This design comes from an exercise in tuning for small area, a short achievable clock period and few clock cycles per item on the open sky130 flow, not from production work.
Function was not checked in any run shown here: the RTL went through the layout flow alone.

==> flow/design.v, too long to show whole: its modules and the start of the top module <==
// module lfs_cfg: 25 lines
// module lfs_fa: 10 lines
// module lfs_mac: 657 lines
// module lfs_p3: 155 lines
// module lfs_div5: 60 lines
// module lfs_coef: 95 lines
// module lfs_spd: 53 lines
// module lfs_ctrl: 237 lines
// module line_follow_steer_pd_core: 67 lines
module line_follow_steer_pd_core (
  input  logic                              clk,
  input  logic                              rst_n,
  input  logic                              in_valid,
  output logic                              in_ready,
  input  logic [lfs_pkg::PIX_W-1:0]         in_width_near,
  input  logic [lfs_pkg::PIX_W-1:0]         in_width_below,
  input  logic [lfs_pkg::PIX_W-1:0]         in_left_edge_near,
  input  logic [lfs_pkg::PIX_W-1:0]         in_right_edge_near,
  input  logic [lfs_pkg::CQ_W-1:0]          in_centre_exit,
  input  logic [lfs_pkg::CQ_W-1:0]          in_centre_near,
  input  logic [lfs_pkg::CQ_W-1:0]          in_centre_entry,
  input  logic [lfs_pkg::CQ_W-1:0]          in_centre_turn,
  input  logic [lfs_pkg::TURN_W-1:0]        in_turn_row,
  output logic                              out_valid,
  input  logic                              out_ready,
  output logic [lfs_pkg::DUTY_W-1:0]        out_servo_duty,
  output logic [lfs_pkg::SPEED_W-1:0]       out_speed_target,
  output logic [lfs_pkg::COEFF_W-1:0]       out_diff_coeff,
  output logic [lfs_pkg::ROW_W-1:0]         out_marker_row,
  output logic [lfs_pkg::COL_W-1:0]         out_marker_col,
  output logic                              out_marker_valid,
  input  logic                              cfg_we,
  input  logic [lfs_pkg::CFG_IDX_W-1:0]     cfg_idx,
  input  logic [lfs_pkg::CFG_DATA_W-1:0]    cfg_data
);
  // ...
==> flow/run.sh <==
#!/bin/bash
# synth_recipe.tcl (not shown) runs the flow's synth.tcl, then flattens the netlist and writes it again
# the make line also repeats each setting of config.mk as NAME=value (left out here)
make -C /OpenROAD-flow-scripts/flow DESIGN_CONFIG=/design/flow/config.mk WORK_HOME=/design/flow/orfs CLKGATE_MAP_FILE= SYNTH_SCRIPT=/design/flow/synth_recipe.tcl finish
==> flow/config.mk <==
export PLATFORM = sky130hd
export DESIGN_NAME = line_follow_steer_pd_core
export DESIGN_NICKNAME = line_follow_steer_pd_core
export VERILOG_FILES = /design/flow/design.v
export SDC_FILE = /design/flow/constraint.sdc
export NUM_CORES = 4
export LEC_CHECK = 0
export CAP_MARGIN = 50
export CORE_MARGIN = 2
export CORE_UTILIZATION = 40
export CTS_BUF_LIST = sky130_fd_sc_hd__clkbuf_4 sky130_fd_sc_hd__clkbuf_8
export SLEW_MARGIN = 70
export SYNTH_HIERARCHICAL = 1
==> flow/constraint.sdc <==
create_clock -name core_clock -period 11.0 [get_ports {clk}]
set_input_delay 2.2000 -clock core_clock [delete_from_list [all_inputs] [get_ports {clk}]]
set_output_delay 2.2000 -clock core_clock [all_outputs]
set_load 0.01 [all_outputs]
==> impl_summary.log, run 1 <==
INFO  metric min_period = 4730 ps
INFO  metric clk_pin_slew_worst_paths = 80 ps
INFO  metric netlist_instances = 3459
INFO  metric run_status = no timing/DRC/antenna violations
INFO  metric yosys.area_share.xor_xnor = 6.81%
INFO  metric clock_tree_from_tritoncts = built
INFO  metric cts_max_level = 3
INFO  metric cp.depth = 17
INFO  metric synth_sequential_area_ratio = 29.8%
INFO  metric start_util = 40.2%
INFO  metric layout_cells_excl_fill = 4879
INFO  metric multiInputGateArea = 24700 µm²
INFO  metric min-delay-path-class = flip-flop to flip-flop
INFO  metric layout.non_clock_inverters = 194
INFO  metric r2r_slack = 6270 ps
INFO  metric synth_edf_count = 345
INFO  metric areaGrowthSynthToFinish = 11.5%
INFO  metric area.sequential = 11300 µm²
INFO  metric proportion_of_cell_area_occupied_by_multi_input_gates = 58.3%
INFO  metric netlist_area = 38000 µm²
INFO  metric drt_first_pass_iters = 5
INFO  metric setup.worst_path.end = u_ctrl.s4_high
INFO  metric worst_path_largest_cell_delay = 370 ps
INFO  metric worst-endpoint-required = 11440 ps
==> module lfs_cfg, before the edit <==
module lfs_cfg (
  input  logic                                 clk,
  input  logic                                 rst_n,
  input  logic                                 cfg_we,
  input  logic [lfs_pkg::CFG_IDX_W-1:0]        cfg_idx,
  input  logic [lfs_pkg::CFG_DATA_W-1:0]       cfg_data,
  output logic signed [lfs_pkg::GAIN5_W-1:0]   kp5,
  output logic signed [lfs_pkg::GAIN5_W-1:0]   kd5,
  output logic [lfs_pkg::DUTY_W-1:0]           duty_min,
  output logic [lfs_pkg::DUTY_W-1:0]           duty_max
);
  logic signed [lfs_pkg::GAIN5_W-1:0] g5;
  assign g5 = ($signed(cfg_data) <<< 2) + $signed(cfg_data);
  logic we_p, we_d, we_l, we_h;
  assign we_p = !rst_n || (cfg_we && cfg_idx == 2'd0);
  assign we_d = !rst_n || (cfg_we && cfg_idx == 2'd1);
  assign we_l = !rst_n || (cfg_we && cfg_idx == 2'd2);
  assign we_h = !rst_n || (cfg_we && cfg_idx == 2'd3);
  always_ff @(posedge clk) begin
    if (we_p) kp5      <= rst_n ? g5 : '0;
    if (we_d) kd5      <= rst_n ? g5 : '0;
    if (we_l) duty_min <= rst_n ? cfg_data[lfs_pkg::DUTY_W-1:0] : lfs_pkg::DUTY_W'(lfs_pkg::DUTY_MIN_RST);
    if (we_h) duty_max <= rst_n ? cfg_data[lfs_pkg::DUTY_W-1:0] : lfs_pkg::DUTY_W'(lfs_pkg::DUTY_MAX_RST);
  end
endmodule
==> module lfs_ctrl, before the edit <==
module lfs_ctrl (
  input  logic                clk,
  input  logic                rst_n,
  input  logic                in_valid,
  output logic                in_ready,
  input  logic [6:0]          in_width_near,
  input  logic [6:0]          in_width_below,
  input  logic [6:0]          in_left_edge_near,
  input  logic [6:0]          in_right_edge_near,
  input  logic [10:0]         in_centre_exit,
  input  logic [10:0]         in_centre_near,
  input  logic [10:0]         in_centre_entry,
  input  logic [10:0]         in_centre_turn,
  input  logic [5:0]          in_turn_row,
  output logic                out_valid,
  input  logic                out_ready,
  output logic [11:0]         out_servo_duty,
  output logic [9:0]          out_speed_target,
  output logic [10:0]         out_diff_coeff,
  output logic [5:0]          out_marker_row,
  output logic [6:0]          out_marker_col,
  output logic                out_marker_valid,
  input  logic signed [18:0]  kp5,
  input  logic signed [18:0]  kd5,
  input  logic [11:0]         duty_min,
  input  logic [11:0]         duty_max
);
  logic adv;
  logic kv_r, v1_r, v2_r, v3_r, v4_r, v5_r, ov_r;
  assign adv       = !(ov_r && !out_ready);
  assign in_ready  = !kv_r;
  assign out_valid = ov_r;
  typedef struct packed {
    logic [10:0] c;
    logic        e;      
    logic        x;      
    logic [5:0]  trz;    
    logic        z;      
    logic [10:0] ct;
  } fr_t;
  fr_t         f_in, k_r, s1_r;
  logic [11:0] c_sum;
  always_comb begin
    c_sum   = {1'b0, in_centre_near} + 12'd1264;
    f_in.e  = (in_width_near >= 7'd78);
    f_in.x  = !f_in.e && (in_width_below >= 7'd60);
    f_in.trz  = (in_turn_row == 6'd59) ? 6'd0 : in_turn_row;
    f_in.z    = (in_turn_row == 6'd59);
    f_in.ct   = in_centre_turn;
    if (f_in.e)                           f_in.c = in_centre_entry;
    else if (f_in.x)                      f_in.c = in_centre_exit;
    else if (in_left_edge_near < 7'd2)    f_in.c = {1'b0, in_centre_near[10:1]};
    else if (in_right_edge_near > 7'd77)  f_in.c = c_sum[11:1];
    else                                  f_in.c = in_centre_near;
  end
  always_ff @(posedge clk) begin
    if (!kv_r) k_r <= f_in;
    if (adv) s1_r <= kv_r ? k_r : f_in;
  end
  logic [10:0]        pc_r;         
  logic signed [11:0] err1, dif1;
  logic [17:0]        p3_1;
  logic [11:0]        aerr1;
  logic [5:0]         eh1, eo1, et1, dh1, do1, dt1;
  function automatic logic [17:0] booth12(input logic [11:0] y);
    logic [12:0] yp;
    logic [5:0]  h, o, t;
    yp = {y, 1'b0};
    for (int i = 0; i < 6; i++) begin
      h[i] = yp[2*i+2];
      o[i] = yp[2*i+1] ^ yp[2*i];
      t[i] = (yp[2*i+2] & !yp[2*i+1] & !yp[2*i]) | (!yp[2*i+2] & yp[2*i+1] & yp[2*i]);
    end
    booth12 = {h, o, t};
  endfunction
  always_comb begin
    err1   = $signed({1'b0, s1_r.c}) - 12'sd624;
    dif1   = $signed({1'b0, s1_r.c}) - $signed({1'b0, pc_r});
    aerr1  = err1[11] ? 12'(-err1) : 12'(err1);
    {eh1, eo1, et1} = booth12(err1);
    {dh1, do1, dt1} = booth12(dif1);
  end
  logic [5:0]         s2_eh, s2_eo, s2_et, s2_dh, s2_do, s2_dt;
  lfs_p3 u_p3 (
    .trz  (s1_r.trz),
    .ct   (s1_r.ct),
    .p3   (p3_1)
  );
  logic [11:0]        s2_aerr;
  logic [17:0]        s2_p3;
  logic [5:0]         s2_tr;
  logic               s2_e, s2_x;
  logic [6:0]         s2_col;
  always_ff @(posedge clk) begin
    if (adv) begin
      s2_eh   <= eh1;
      s2_eo   <= eo1;
      s2_et   <= et1;
      s2_dh   <= dh1;
      s2_do   <= do1;
      s2_dt   <= dt1;
      s2_aerr <= aerr1;
      s2_p3   <= p3_1;
      s2_tr   <= s1_r.z ? 6'd59 : s1_r.trz;
      s2_e    <= s1_r.e;
      s2_x    <= s1_r.x;
      s2_col  <= s1_r.c[10:4];
    end
  end
  logic [31:0] m_a2, m_b2;
  logic [8:0]  lo2;
  logic [6:0]  spd2;
  lfs_mac u_mac (
    .kp5 (kp5),
    .kd5 (kd5),
    .e_h (s2_eh),
    .e_o (s2_eo),
    .e_t (s2_et),
    .d_h (s2_dh),
    .d_o (s2_do),
    .d_t (s2_dt),
    .p3  (s2_p3),
    .m_a (m_a2),
    .m_b (m_b2)
  );
  assign lo2 = {1'b0, m_a2[7:0]} + {1'b0, m_b2[7:0]};
  lfs_spd u_spd (
    .tr   (s2_tr),
    .aerr (s2_aerr),
    .spd  (spd2)
  );
  typedef struct packed {
    logic [6:0] spd;     
    logic [6:0] col;
    logic       e;
    logic       x;
  } side_t;
  logic [23:0] s3_a, s3_b;
  logic        s3_c;
  side_t       s3_side, s4_side, s5_side;
  always_ff @(posedge clk) begin
    if (adv) begin
      s3_a    <= m_a2[31:8];
      s3_b    <= m_b2[31:8];
      s3_c    <= lo2[8];
      s3_side <= {spd2, s2_col, s2_e, s2_x};
    end
  end
  logic [23:0] hs3;
  logic [19:0] xs3;
  logic [14:0] lo5, hi5p;
  logic        low3, high3, sq3;
  assign hs3   = s3_a + s3_b + 24'(s3_c);
  assign xs3   = hs3[23:4];
  assign lo5   = {duty_min, 2'b00} + 15'(duty_min);
  assign hi5p  = {duty_max, 2'b00} + 15'(duty_max) + 15'd4;
  assign low3  = xs3[19] || (xs3[18:0] < 19'(lo5));
  assign high3 = (xs3[18:0] > 19'(hi5p));
  assign sq3   = (xs3[18:0] < 19'd7500);       
  logic [16:0] s4_y;
  logic        s4_low, s4_high, s4_sq;
  always_ff @(posedge clk) begin
    if (adv) begin
      s4_y    <= {1'b0, xs3[14:0], 1'b0} + {2'b00, xs3[14:0]};    
      s4_low  <= low3;
      s4_high <= high3;
      s4_sq   <= sq3;
      s4_side <= s3_side;
    end
  end
  logic        s4;
  logic [11:0] u4;
  logic [11:0] duty_mlh;     
  logic        mlh_below;    
  logic        max_below;    
  assign duty_mlh  = (duty_min > duty_max) ? duty_max : duty_min;
  assign mlh_below = (duty_min < 12'd1500) || (duty_max < 12'd1500);
  assign max_below = (duty_max < 12'd1500);
  assign s4 = s4_low ? mlh_below : s4_high ? max_below : s4_sq;
  lfs_div5 u_div5 (
    .y      (s4_y),
    .sq     (s4_sq),
    .low    (s4_low),
    .high   (s4_high),
    .u_low  (duty_mlh ^ {12{mlh_below}}),
    .u_high (duty_max ^ {12{max_below}}),
    .u      (u4)
  );
  logic [11:0] s5_u;
  logic        s5_s;
  always_ff @(posedge clk) begin
    if (adv) begin
      s5_u    <= u4;
      s5_s    <= s4;
      s5_side <= s4_side;
    end
  end
  logic [10:0] coeff5;
  lfs_coef u_coef (
    .u     (s5_u),
    .s     (s5_s),
    .coeff (coeff5)
  );
  always_ff @(posedge clk) begin
    if (adv) begin
      out_servo_duty   <= s5_u ^ {12{s5_s}};
      out_speed_target <= {3'b001, s5_side.spd};
      out_diff_coeff   <= coeff5;
      out_marker_row   <= {s5_side.e, !s5_side.e, !s5_side.x, s5_side.x, 1'b1, !s5_side.x};
      out_marker_col   <= s5_side.col;
      out_marker_valid <= (s5_side.col > 7'd1) && (s5_side.col < 7'd78);
    end
  end
  always_ff @(posedge clk) begin
    if (!rst_n) begin
      kv_r <= 1'b0;
      v1_r <= 1'b0;
      v2_r <= 1'b0;
      v3_r <= 1'b0;
      v4_r <= 1'b0;
      v5_r <= 1'b0;
      ov_r <= 1'b0;
      pc_r <= 11'd624;
    end else begin
      kv_r <= (kv_r || in_valid) && !adv;
      if (adv) begin
        v1_r <= kv_r || in_valid;
        v2_r <= v1_r;
        v3_r <= v2_r;
        v4_r <= v3_r;
        v5_r <= v4_r;
        ov_r <= v5_r;
        if (v1_r) pc_r <= s1_r.c;
      end
    end
  end
endmodule
==> module line_follow_steer_pd_core, before the edit <==
module line_follow_steer_pd_core (
  input  logic                              clk,
  input  logic                              rst_n,
  input  logic                              in_valid,
  output logic                              in_ready,
  input  logic [lfs_pkg::PIX_W-1:0]         in_width_near,
  input  logic [lfs_pkg::PIX_W-1:0]         in_width_below,
  input  logic [lfs_pkg::PIX_W-1:0]         in_left_edge_near,
  input  logic [lfs_pkg::PIX_W-1:0]         in_right_edge_near,
  input  logic [lfs_pkg::CQ_W-1:0]          in_centre_exit,
  input  logic [lfs_pkg::CQ_W-1:0]          in_centre_near,
  input  logic [lfs_pkg::CQ_W-1:0]          in_centre_entry,
  input  logic [lfs_pkg::CQ_W-1:0]          in_centre_turn,
  input  logic [lfs_pkg::TURN_W-1:0]        in_turn_row,
  output logic                              out_valid,
  input  logic                              out_ready,
  output logic [lfs_pkg::DUTY_W-1:0]        out_servo_duty,
  output logic [lfs_pkg::SPEED_W-1:0]       out_speed_target,
  output logic [lfs_pkg::COEFF_W-1:0]       out_diff_coeff,
  output logic [lfs_pkg::ROW_W-1:0]         out_marker_row,
  output logic [lfs_pkg::COL_W-1:0]         out_marker_col,
  output logic                              out_marker_valid,
  input  logic                              cfg_we,
  input  logic [lfs_pkg::CFG_IDX_W-1:0]     cfg_idx,
  input  logic [lfs_pkg::CFG_DATA_W-1:0]    cfg_data
);
  logic signed [lfs_pkg::GAIN5_W-1:0] kp5, kd5;
  logic [lfs_pkg::DUTY_W-1:0]         duty_min, duty_max;
  lfs_cfg u_cfg (
    .clk      (clk),
    .rst_n    (rst_n),
    .cfg_we   (cfg_we),
    .cfg_idx  (cfg_idx),
    .cfg_data (cfg_data),
    .kp5      (kp5),
    .kd5      (kd5),
    .duty_min (duty_min),
    .duty_max (duty_max)
  );
  lfs_ctrl u_ctrl (
    .clk                (clk),
    .rst_n              (rst_n),
    .in_valid           (in_valid),
    .in_ready           (in_ready),
    .in_width_near      (in_width_near),
    .in_width_below     (in_width_below),
    .in_left_edge_near  (in_left_edge_near),
    .in_right_edge_near (in_right_edge_near),
    .in_centre_exit     (in_centre_exit),
    .in_centre_near     (in_centre_near),
    .in_centre_entry    (in_centre_entry),
    .in_centre_turn     (in_centre_turn),
    .in_turn_row        (in_turn_row),
    .out_valid          (out_valid),
    .out_ready          (out_ready),
    .out_servo_duty     (out_servo_duty),
    .out_speed_target   (out_speed_target),
    .out_diff_coeff     (out_diff_coeff),
    .out_marker_row     (out_marker_row),
    .out_marker_col     (out_marker_col),
    .out_marker_valid   (out_marker_valid),
    .kp5                (kp5),
    .kd5                (kd5),
    .duty_min           (duty_min),
    .duty_max           (duty_max)
  );
endmodule
==> run 2, diff against run 1 <==
--- a/flow/design.v
+++ b/flow/design.v
@@ -23,20 +23,36 @@
   output logic signed [lfs_pkg::GAIN5_W-1:0]   kp5,
   output logic signed [lfs_pkg::GAIN5_W-1:0]   kd5,
   output logic [lfs_pkg::DUTY_W-1:0]           duty_min,
-  output logic [lfs_pkg::DUTY_W-1:0]           duty_max
+  output logic [lfs_pkg::DUTY_W-1:0]           duty_max,
+  output logic [lfs_pkg::DUTY_W-1:0]           duty_mlh,     
+  output logic                                 mlh_below,    
+  output logic                                 max_below     
 );
+  logic                                we_r;
+  logic [lfs_pkg::CFG_IDX_W-1:0]       idx_r;
+  logic [lfs_pkg::CFG_DATA_W-1:0]      data_r;
+  always_ff @(posedge clk) begin
+    we_r   <= cfg_we && rst_n;
+    idx_r  <= cfg_idx;
+    data_r <= cfg_data;
+  end
   logic signed [lfs_pkg::GAIN5_W-1:0] g5;
-  assign g5 = ($signed(cfg_data) <<< 2) + $signed(cfg_data);
+  assign g5 = ($signed(data_r) <<< 2) + $signed(data_r);
   logic we_p, we_d, we_l, we_h;
-  assign we_p = !rst_n || (cfg_we && cfg_idx == 2'd0);
-  assign we_d = !rst_n || (cfg_we && cfg_idx == 2'd1);
-  assign we_l = !rst_n || (cfg_we && cfg_idx == 2'd2);
-  assign we_h = !rst_n || (cfg_we && cfg_idx == 2'd3);
+  assign we_p = !rst_n || (we_r && idx_r == 2'd0);
+  assign we_d = !rst_n || (we_r && idx_r == 2'd1);
+  assign we_l = !rst_n || (we_r && idx_r == 2'd2);
+  assign we_h = !rst_n || (we_r && idx_r == 2'd3);
   always_ff @(posedge clk) begin
     if (we_p) kp5      <= rst_n ? g5 : '0;
     if (we_d) kd5      <= rst_n ? g5 : '0;
-    if (we_l) duty_min <= rst_n ? cfg_data[lfs_pkg::DUTY_W-1:0] : lfs_pkg::DUTY_W'(lfs_pkg::DUTY_MIN_RST);
-    if (we_h) duty_max <= rst_n ? cfg_data[lfs_pkg::DUTY_W-1:0] : lfs_pkg::DUTY_W'(lfs_pkg::DUTY_MAX_RST);
+    if (we_l) duty_min <= rst_n ? data_r[lfs_pkg::DUTY_W-1:0] : lfs_pkg::DUTY_W'(lfs_pkg::DUTY_MIN_RST);
+    if (we_h) duty_max <= rst_n ? data_r[lfs_pkg::DUTY_W-1:0] : lfs_pkg::DUTY_W'(lfs_pkg::DUTY_MAX_RST);
+  end
+  always_ff @(posedge clk) begin
+    duty_mlh  <= (duty_min > duty_max) ? duty_max : duty_min;
+    mlh_below <= (duty_min < 12'd1500) || (duty_max < 12'd1500);
+    max_below <= (duty_max < 12'd1500);
   end
 endmodule
 module lfs_fa (
@@ -861,6 +877,107 @@
   lfs_fa u_t187 (.a(t65), .b(t136), .c(t160), .s(t187), .co(t188));
   assign p3 = {1'b1, t188, t186, t184, t182, t180, t178, t176, t174, t172, t170, t168, t166, t164, t162, t161, t1, t0} + {1'b0, 1'b1, t187, t185, t183, t181, t179, t177, t175, t173, t171, t169, t167, t165, t163, t22, t11, 1'b0};
 endmodule
+module lfs_y3 (
+  input  logic [23:0] a,
+  input  logic [23:0] b,
+  input  logic        c,
+  output logic [16:0] y
+);
+  logic y0, y1, y2, y3, y4, y5, y6, y7, y8, y9, y10, y11, y12, y13, y14, y15;
+  logic y16, y17, y18, y19, y20, y21, y22, y23, y24, y25, y26, y27, y28, y29, y30, y31;
+  logic y32, y33, y34, y35, y36, y37, y38, y39, y40, y41, y42, y43, y44, y45, y46, y47;
+  logic y48, y49, y50, y51, y52, y53, y54, y55, y56, y57, y58, y59, y60, y61, y62, y63;
+  logic y64, y65, y66, y67, y68, y69, y70, y71, y72, y73, y74, y75, y76, y77, y78, y79;
+  logic y80, y81, y82, y83, y84, y85, y86, y87, y88, y89, y90, y91, y92, y93, y94, y95;
+  logic y96, y97, y98, y99, y100, y101, y102, y103, y104, y105, y106, y107, y108, y109, y110, y111;
+  logic y112, y113, y114, y115, y116, y117, y118, y119, y120, y121;
+  assign y0 = a[1] ^ a[0];
+  assign y1 = a[1] & a[0];
+  assign y2 = a[2] ^ a[1];
+  assign y3 = a[2] & a[1];
+  assign y4 = a[3] ^ a[2];
+  assign y5 = a[3] & a[2];
+  assign y6 = a[4] ^ a[3];
+  assign y7 = a[4] & a[3];
+  assign y8 = a[5] ^ a[4];
+  assign y9 = a[5] & a[4];
+  assign y10 = a[6] ^ a[5];
+  assign y11 = a[6] & a[5];
+  assign y12 = a[7] ^ a[6];
+  assign y13 = a[7] & a[6];
+  assign y14 = a[8] ^ a[7];
+  assign y15 = a[8] & a[7];
+  assign y16 = a[9] ^ a[8];
+  assign y17 = a[9] & a[8];
+  assign y18 = a[10] ^ a[9];
+  assign y19 = a[10] & a[9];
+  assign y20 = a[11] ^ a[10];
+  assign y21 = a[11] & a[10];
+  assign y22 = a[12] ^ a[11];
+  assign y23 = a[12] & a[11];
+  assign y24 = a[13] ^ a[12];
+  assign y25 = a[13] & a[12];
+  assign y26 = a[14] ^ a[13];
+  assign y27 = a[14] & a[13];
+  assign y28 = a[15] ^ a[14];
+  assign y29 = a[15] & a[14];
+  assign y30 = a[16] ^ a[15];
+  assign y31 = a[16] & a[15];
+  assign y32 = a[17] ^ a[16];
+  assign y33 = a[17] & a[16];
+  assign y34 = a[18] ^ a[17];
+  assign y35 = a[18] & a[17];
+  assign y36 = a[19] ^ a[18];
+  assign y37 = a[19] & a[18];
+  assign y38 = a[20] ^ a[19];
+  assign y39 = a[20] & a[19];
+  assign y40 = b[1] ^ b[0];
+  assign y41 = b[1] & b[0];
+  lfs_fa u_y42 (.a(b[2]), .b(b[1]), .c(y1), .s(y42), .co(y43));
+  lfs_fa u_y44 (.a(b[3]), .b(b[2]), .c(y3), .s(y44), .co(y45));
+  lfs_fa u_y46 (.a(b[4]), .b(b[3]), .c(y5), .s(y46), .co(y47));
+  lfs_fa u_y48 (.a(b[5]), .b(b[4]), .c(y7), .s(y48), .co(y49));
+  lfs_fa u_y50 (.a(b[6]), .b(b[5]), .c(y9), .s(y50), .co(y51));
+  lfs_fa u_y52 (.a(b[7]), .b(b[6]), .c(y11), .s(y52), .co(y53));
+  lfs_fa u_y54 (.a(b[8]), .b(b[7]), .c(y13), .s(y54), .co(y55));
+  lfs_fa u_y56 (.a(b[9]), .b(b[8]), .c(y15), .s(y56), .co(y57));
+  lfs_fa u_y58 (.a(b[10]), .b(b[9]), .c(y17), .s(y58), .co(y59));
+  lfs_fa u_y60 (.a(b[11]), .b(b[10]), .c(y19), .s(y60), .co(y61));
+  lfs_fa u_y62 (.a(b[12]), .b(b[11]), .c(y21), .s(y62), .co(y63));
+  lfs_fa u_y64 (.a(b[13]), .b(b[12]), .c(y23), .s(y64), .co(y65));
+  lfs_fa u_y66 (.a(b[14]), .b(b[13]), .c(y25), .s(y66), .co(y67));
+  lfs_fa u_y68 (.a(b[15]), .b(b[14]), .c(y27), .s(y68), .co(y69));
+  lfs_fa u_y70 (.a(b[16]), .b(b[15]), .c(y29), .s(y70), .co(y71));
+  lfs_fa u_y72 (.a(b[17]), .b(b[16]), .c(y31), .s(y72), .co(y73));
+  lfs_fa u_y74 (.a(b[18]), .b(b[17]), .c(y33), .s(y74), .co(y75));
+  lfs_fa u_y76 (.a(b[19]), .b(b[18]), .c(y35), .s(y76), .co(y77));
+  lfs_fa u_y78 (.a(b[20]), .b(b[19]), .c(y37), .s(y78), .co(y79));
+  assign y80 = a[0] ^ b[0];
+  assign y81 = a[0] & b[0];
+  lfs_fa u_y82 (.a(c), .b(y40), .c(y0), .s(y82), .co(y83));
+  lfs_fa u_y84 (.a(y41), .b(y2), .c(y42), .s(y84), .co(y85));
+  lfs_fa u_y86 (.a(y4), .b(y43), .c(y44), .s(y86), .co(y87));
+  lfs_fa u_y88 (.a(y6), .b(y45), .c(y46), .s(y88), .co(y89));
+  lfs_fa u_y90 (.a(y8), .b(y47), .c(y48), .s(y90), .co(y91));
+  lfs_fa u_y92 (.a(y10), .b(y49), .c(y50), .s(y92), .co(y93));
+  lfs_fa u_y94 (.a(y12), .b(y51), .c(y52), .s(y94), .co(y95));
+  lfs_fa u_y96 (.a(y14), .b(y53), .c(y54), .s(y96), .co(y97));
+  lfs_fa u_y98 (.a(y16), .b(y55), .c(y56), .s(y98), .co(y99));
+  lfs_fa u_y100 (.a(y18), .b(y57), .c(y58), .s(y100), .co(y101));
+  lfs_fa u_y102 (.a(y20), .b(y59), .c(y60), .s(y102), .co(y103));
+  lfs_fa u_y104 (.a(y22), .b(y61), .c(y62), .s(y104), .co(y105));
+  lfs_fa u_y106 (.a(y24), .b(y63), .c(y64), .s(y106), .co(y107));
+  lfs_fa u_y108 (.a(y26), .b(y65), .c(y66), .s(y108), .co(y109));
+  lfs_fa u_y110 (.a(y28), .b(y67), .c(y68), .s(y110), .co(y111));
+  lfs_fa u_y112 (.a(y30), .b(y69), .c(y70), .s(y112), .co(y113));
+  lfs_fa u_y114 (.a(y32), .b(y71), .c(y72), .s(y114), .co(y115));
+  lfs_fa u_y116 (.a(y34), .b(y73), .c(y74), .s(y116), .co(y117));
+  lfs_fa u_y118 (.a(y36), .b(y75), .c(y76), .s(y118), .co(y119));
+  lfs_fa u_y120 (.a(y38), .b(y77), .c(y78), .s(y120), .co(y121));
+  logic [20:0] p;
+  assign p = {y119, y117, y115, y113, y111, y109, y107, y105, y103, y101, y99, y97, y95, y93, y91, y89, y87, y85, y83, y81, y80} + {y120, y118, y116, y114, y112, y110, y108, y106, y104, y102, y100, y98, y96, y94, y92, y90, y88, y86, y84, y82, c};
+  assign y = p[20:4];
+endmodule
 module lfs_div5 (
   input  logic [16:0] y,
   input  logic        sq,
@@ -1094,7 +1211,10 @@
   input  logic signed [18:0]  kp5,
   input  logic signed [18:0]  kd5,
   input  logic [11:0]         duty_min,
-  input  logic [11:0]         duty_max
+  input  logic [11:0]         duty_max,
+  input  logic [11:0]         duty_mlh,
+  input  logic                mlh_below,
+  input  logic                max_below
 );
   logic adv;
   logic kv_r, v1_r, v2_r, v3_r, v4_r, v5_r, ov_r;
@@ -1228,11 +1348,17 @@
   assign low3  = xs3[19] || (xs3[18:0] < 19'(lo5));
   assign high3 = (xs3[18:0] > 19'(hi5p));
   assign sq3   = (xs3[18:0] < 19'd7500);       
-  logic [16:0] s4_y;
+  logic [16:0] y3, s4_y;
+  lfs_y3 u_y3 (
+    .a (s3_a),
+    .b (s3_b),
+    .c (s3_c),
+    .y (y3)
+  );
   logic        s4_low, s4_high, s4_sq;
   always_ff @(posedge clk) begin
     if (adv) begin
-      s4_y    <= {1'b0, xs3[14:0], 1'b0} + {2'b00, xs3[14:0]};    
+      s4_y    <= y3;
       s4_low  <= low3;
       s4_high <= high3;
       s4_sq   <= sq3;
@@ -1241,12 +1367,6 @@
   end
   logic        s4;
   logic [11:0] u4;
-  logic [11:0] duty_mlh;     
-  logic        mlh_below;    
-  logic        max_below;    
-  assign duty_mlh  = (duty_min > duty_max) ? duty_max : duty_min;
-  assign mlh_below = (duty_min < 12'd1500) || (duty_max < 12'd1500);
-  assign max_below = (duty_max < 12'd1500);
   assign s4 = s4_low ? mlh_below : s4_high ? max_below : s4_sq;
   lfs_div5 u_div5 (
     .y      (s4_y),
@@ -1333,7 +1453,8 @@
   input  logic [lfs_pkg::CFG_DATA_W-1:0]    cfg_data
 );
   logic signed [lfs_pkg::GAIN5_W-1:0] kp5, kd5;
-  logic [lfs_pkg::DUTY_W-1:0]         duty_min, duty_max;
+  logic [lfs_pkg::DUTY_W-1:0]         duty_min, duty_max, duty_mlh;
+  logic                               mlh_below, max_below;
   lfs_cfg u_cfg (
     .clk      (clk),
     .rst_n    (rst_n),
@@ -1343,7 +1464,10 @@
     .kp5      (kp5),
     .kd5      (kd5),
     .duty_min (duty_min),
-    .duty_max (duty_max)
+    .duty_max  (duty_max),
+    .duty_mlh  (duty_mlh),
+    .mlh_below (mlh_below),
+    .max_below (max_below)
   );
   lfs_ctrl u_ctrl (
     .clk                (clk),
@@ -1370,6 +1494,9 @@
     .kp5                (kp5),
     .kd5                (kd5),
     .duty_min           (duty_min),
-    .duty_max           (duty_max)
+    .duty_max           (duty_max),
+    .duty_mlh           (duty_mlh),
+    .mlh_below          (mlh_below),
+    .max_below          (max_below)
   );
 endmodule
==> impl_summary.log, run 2 <==
INFO  metric pin_count = 150
INFO  metric totalNegativeSetupSlack = 0 ps
INFO  metric num_rows = 115
INFO  metric grt_pass1_wl = 150000 µm
INFO  metric die_ht = 320 µm
INFO  metric cp_data_arrival_time = 4890 ps
INFO  metric nNetsFinal = 4495
INFO  metric ctsLongestPathBuffers = 3
INFO  metric postCtsResizedCells = 0
INFO  metric first_iter_violations = 1650
INFO  metric place.port_buffers = 140
INFO  metric gp_congestion = 0.883
INFO  metric synth.top_cells.by_count = sky130_fd_sc_hd__fa_1 (409), sky130_fd_sc_hd__edfxtp_1 (345), sky130_fd_sc_hd__ha_1 (311)
INFO  metric hold_ws = 417 ps
INFO  metric dr_total_vias = 27200
INFO  metric drt_first_pass_iters = 5 (unchanged)
INFO  metric start_util = 40.4% (+0.22 points)
INFO  metric critical_path.cell_chain = buf_2 > and2_1 > fa_1 > fa_1 > fa_1 > fa_1 > ha_1 > a21oi_1 > nor2b_1 > nor2_1 > nor3b_1 > a211o_1 > a311o_1
INFO  metric end_kind = flip-flop
INFO  metric global_route.usage.met2 = 31.7%
INFO  metric layout_cells_excl_fill = 5024 (+3.0%)
INFO  metric r2r_slack = 6530 ps (+260 ps)
INFO  metric netlist_instances = 3578 (+3.4%)
INFO  metric postRouteWirelength = 93800 µm
INFO  metric finalMaxSlewViolations = 0
INFO  metric synth.largest_area_cell = sky130_fd_sc_hd__edfxtp_1
INFO  metric post-route-worst-setup-slack = 6530 ps
INFO  metric min-delay-path-class = flip-flop to flip-flop
INFO  metric tritoncts_num_sinks = 427
INFO  metric groute.usage.overall = 18.3%
INFO  metric floorplan.core_area = 98700 µm²
INFO  metric grt_max_degree = 66
INFO  metric final-setup-viol-count = 0
INFO  metric most_frequent_standard_cell_in_the_layout_excluding_fill_and_tap_cells = sky130_fd_sc_hd__fa_1
INFO  metric gr-usage-met3 = 2.48%
INFO  metric yosys_register_bits = 427
INFO  metric fp.dieW = 320 µm
INFO  metric globalRouteMet1Util = 23.8%
INFO  metric ys_async_sr_fraction = 0%
INFO  metric vias_per_cell = 5.42
INFO  metric timing.clock.skew = 58.3 ps
INFO  metric synth-warning-count = 8
INFO  metric dp.cells = 4873
INFO  metric preCtsSetupSlack = 6450 ps
INFO  metric fmax = 224 MHz
INFO  metric largest_registers = u_ctrl.k_r: 31 flops, u_ctrl.s1_r: 31 flops
INFO  metric post_cts_hold_buffer_count = 0
INFO  metric cts_max_level = 3 (unchanged)
INFO  metric yosys.cell_count.top_type = sky130_fd_sc_hd__fa_1
INFO  metric share_of_the_synthesized_area_in_the_top_cell_type = 26.0%
INFO  metric min_period = 4470 ps (-263 ps)
INFO  metric overflow = 0
INFO  metric post-route-period-util = 40.6%
INFO  metric cts.root.buffer_cell = sky130_fd_sc_hd__clkbuf_8
INFO  metric busiest_layer_in_global_routing = met2
INFO  metric worst_path_largest_cell_delay = 560 ps (+190 ps)
INFO  metric netlist_area = 39900 µm² (+4.9%)
INFO  metric run_status = no timing/DRC/antenna violations
INFO  metric vias_in_the_first_global_route = 28000
INFO  metric critical_path_peak_fanout = 8
INFO  metric areaGrowthSynthToFinish = 11.2%
INFO  metric critPathKind = flip-flop to flip-flop
INFO  metric synth_edf_count = 345 (unchanged)
INFO  metric number_of_buffers_added_by_the_clock_tree_synthesis_step = 75
INFO  metric final_cell_mix = sky130_fd_sc_hd__fa_1 (409), sky130_fd_sc_hd__edfxtp_1 (345), sky130_fd_sc_hd__ha_1 (311), sky130_fd_sc_hd__xor2_1 (230), sky130_fd_sc_hd__nand2_1 (190)
INFO  metric routedWlPerCell = 18.7 µm
INFO  metric syn-mean-instance-area = 11.2 µm²
INFO  metric clk_pin_slew_worst_paths = 60 ps (-20 ps)
INFO  metric crit_path_top_delay_cell = sky130_fd_sc_hd__fa_1
INFO  metric hold_violations = 0
INFO  metric die_area = 102000 µm²
INFO  metric clock_latency = 690 ps
INFO  metric drv.max_cap_violation_count = 0
INFO  metric clock_tree_from_tritoncts = built
INFO  metric setup_repair_after_global_routing_missed_its_margin = no
INFO  metric timing.critical_path.mode_cell = sky130_fd_sc_hd__fa_1
INFO  metric yosysUniqueCellTypes = 110
INFO  metric grt_antenna_before_repair = 1
INFO  metric yosys_most_used_dff = sky130_fd_sc_hd__edfxtp_1
INFO  metric post_synth_main_area_contributors = sky130_fd_sc_hd__edfxtp_1 (26%), sky130_fd_sc_hd__fa_1 (21%), sky130_fd_sc_hd__ha_1 (9.7%)
INFO  metric detail_route.drc_violations = 0
INFO  metric hpwlAfterDp = 75900 µm
INFO  metric post_cts_setup_driven_buffer_insertion_count = 0
INFO  metric worst-endpoint-required = 11430 ps (about the same)
INFO  metric crit_path_start_kind = flip-flop
INFO  metric layout_cell_share_with_drive_strength_beyond_1 = 11.4%
INFO  metric ant_nets = 0
INFO  metric synth_sequential_area_ratio = 30.1% (+0.25 points)
==> run 2: routing by layer <==
layer / up-vias / wire length [µm] / share of wire [%]
met5: - / 0 / 0
met4: 0 / 2340 / 2.5
met3: 128 / 3830 / 4.1
met2: 600 / 45900 / 49
met1: 13500 / 41700 / 44
li1: 13000 / - / -
==> run 2: area by class of cell <==
class | instances | area (µm²)
diodes | 3 | 7.51
clock buffers | 103 | 1280
clock inverters | 34 | 372
fillers | 9234 | 54300
inverters | 189 | 726
multi-input cells | 2696 | 26000
flip-flops and latches | 427 | 12000
well taps | 1287 | 1610
repair buffers | 285 | 2430
==> run 2: worst max-delay path: cells and delay by family (launching register included) <==
family,cells,cell delay [ps]
buffers and inverters,1,240
flip-flops,1,520
AO/OA/AOI/OAI,3,770
AND/OR/NAND/NOR,4,430
adder cells (fa/ha/maj),5,2260
==> run 2: per-stage QoR <==
stage / instance area [µm²] / utilization [%]
2_1_floorplan: 39900 / -
3_3_place_gp: 41600 / 42.1
3_5_place_dp: 42500 / 43.1
4_1_cts: 44200 / 44.7
5_1_grt: 44400 / 45.0
6_report: 44400 / 45.0
==> run 2: worst paths after layout <==
| check | from | endpoint | depth (start not counted) |
|---|---|---|---|
| max reg2reg | u_ctrl.s1_r[16] | u_ctrl.s2_p3[14] | 13 |
| min | u_ctrl.s2_col[4] | u_ctrl.s3_side[6] | 0 |
| max | u_ctrl.s1_r[16] | u_ctrl.s2_p3[14] | 13 |
| min reg2reg | u_ctrl.s2_col[4] | u_ctrl.s3_side[6] | 0 |
==> run 2: modules after synthesis, one instance, submodules excluded, a selection <==
module / copies in the design / cells inside / area (µm²)
lfs_p3: 1 / 187 / 1280
lfs_coef: 1 / 197 / 1360
lfs_y3: 1 / 122 / 1060
lfs_fa: 403 / 1 / 20.0
lfs_mac: 1 / 901 / 6610
lfs_ctrl: 1 / 1132 / 15100
lfs_spd: 1 / 129 / 937
lfs_div5: 1 / 201 / 1440
lfs_cfg: 1 / 306 / 4050
==> run 2: cell families (layout without fill, tap and decap cells) <==
family                   after synthesis  after routing  share of synthesized area, %
XOR/XNOR                             318            318                          7.02
AND/OR/NAND/NOR                      753            753                          9.99
AO/OA/AOI/OAI                        861            861                          15.8
other                                  4              9                        0.0376
buffers and inverters                457            611                          5.71
multiplexers                          38             38                          1.13
flip-flops                           427            427                          30.1
adder cells (fa/ha/maj)              720            720                          30.3

## separate check: timing with driven ports
How much do the figures lean on ideal ports? The routed layouts below were timed once more, with nothing changed but the port constraints.
Step 1, drivers: a clkbuf_16 drives clk and a buf_2 each remaining input, both assumed.
Step 2, shift: input delay + t, output delay - t, t = (earliest + latest rising clock arrival at the registers) / 2. This alone moves slack from input paths to output paths.
Three values: ideal ports, drivers, drivers and shift; two values: the first two.
run | t (ns) | setup WS [ns] | worst setup path after step 2 | worst data-port slew with drivers (ns)
run 1 | 0.728 | 6.272 / 6.272 / 5.930 | input to register | 0.13
run 2 | 0.730 | 6.535 / 6.535 / 6.462 | input to register | 0.06
After both steps setup and hold are still met in every run listed. The setup slack of run 1, which loses most, moves by 0.000 ns with the drivers and by -0.342 ns with both steps.
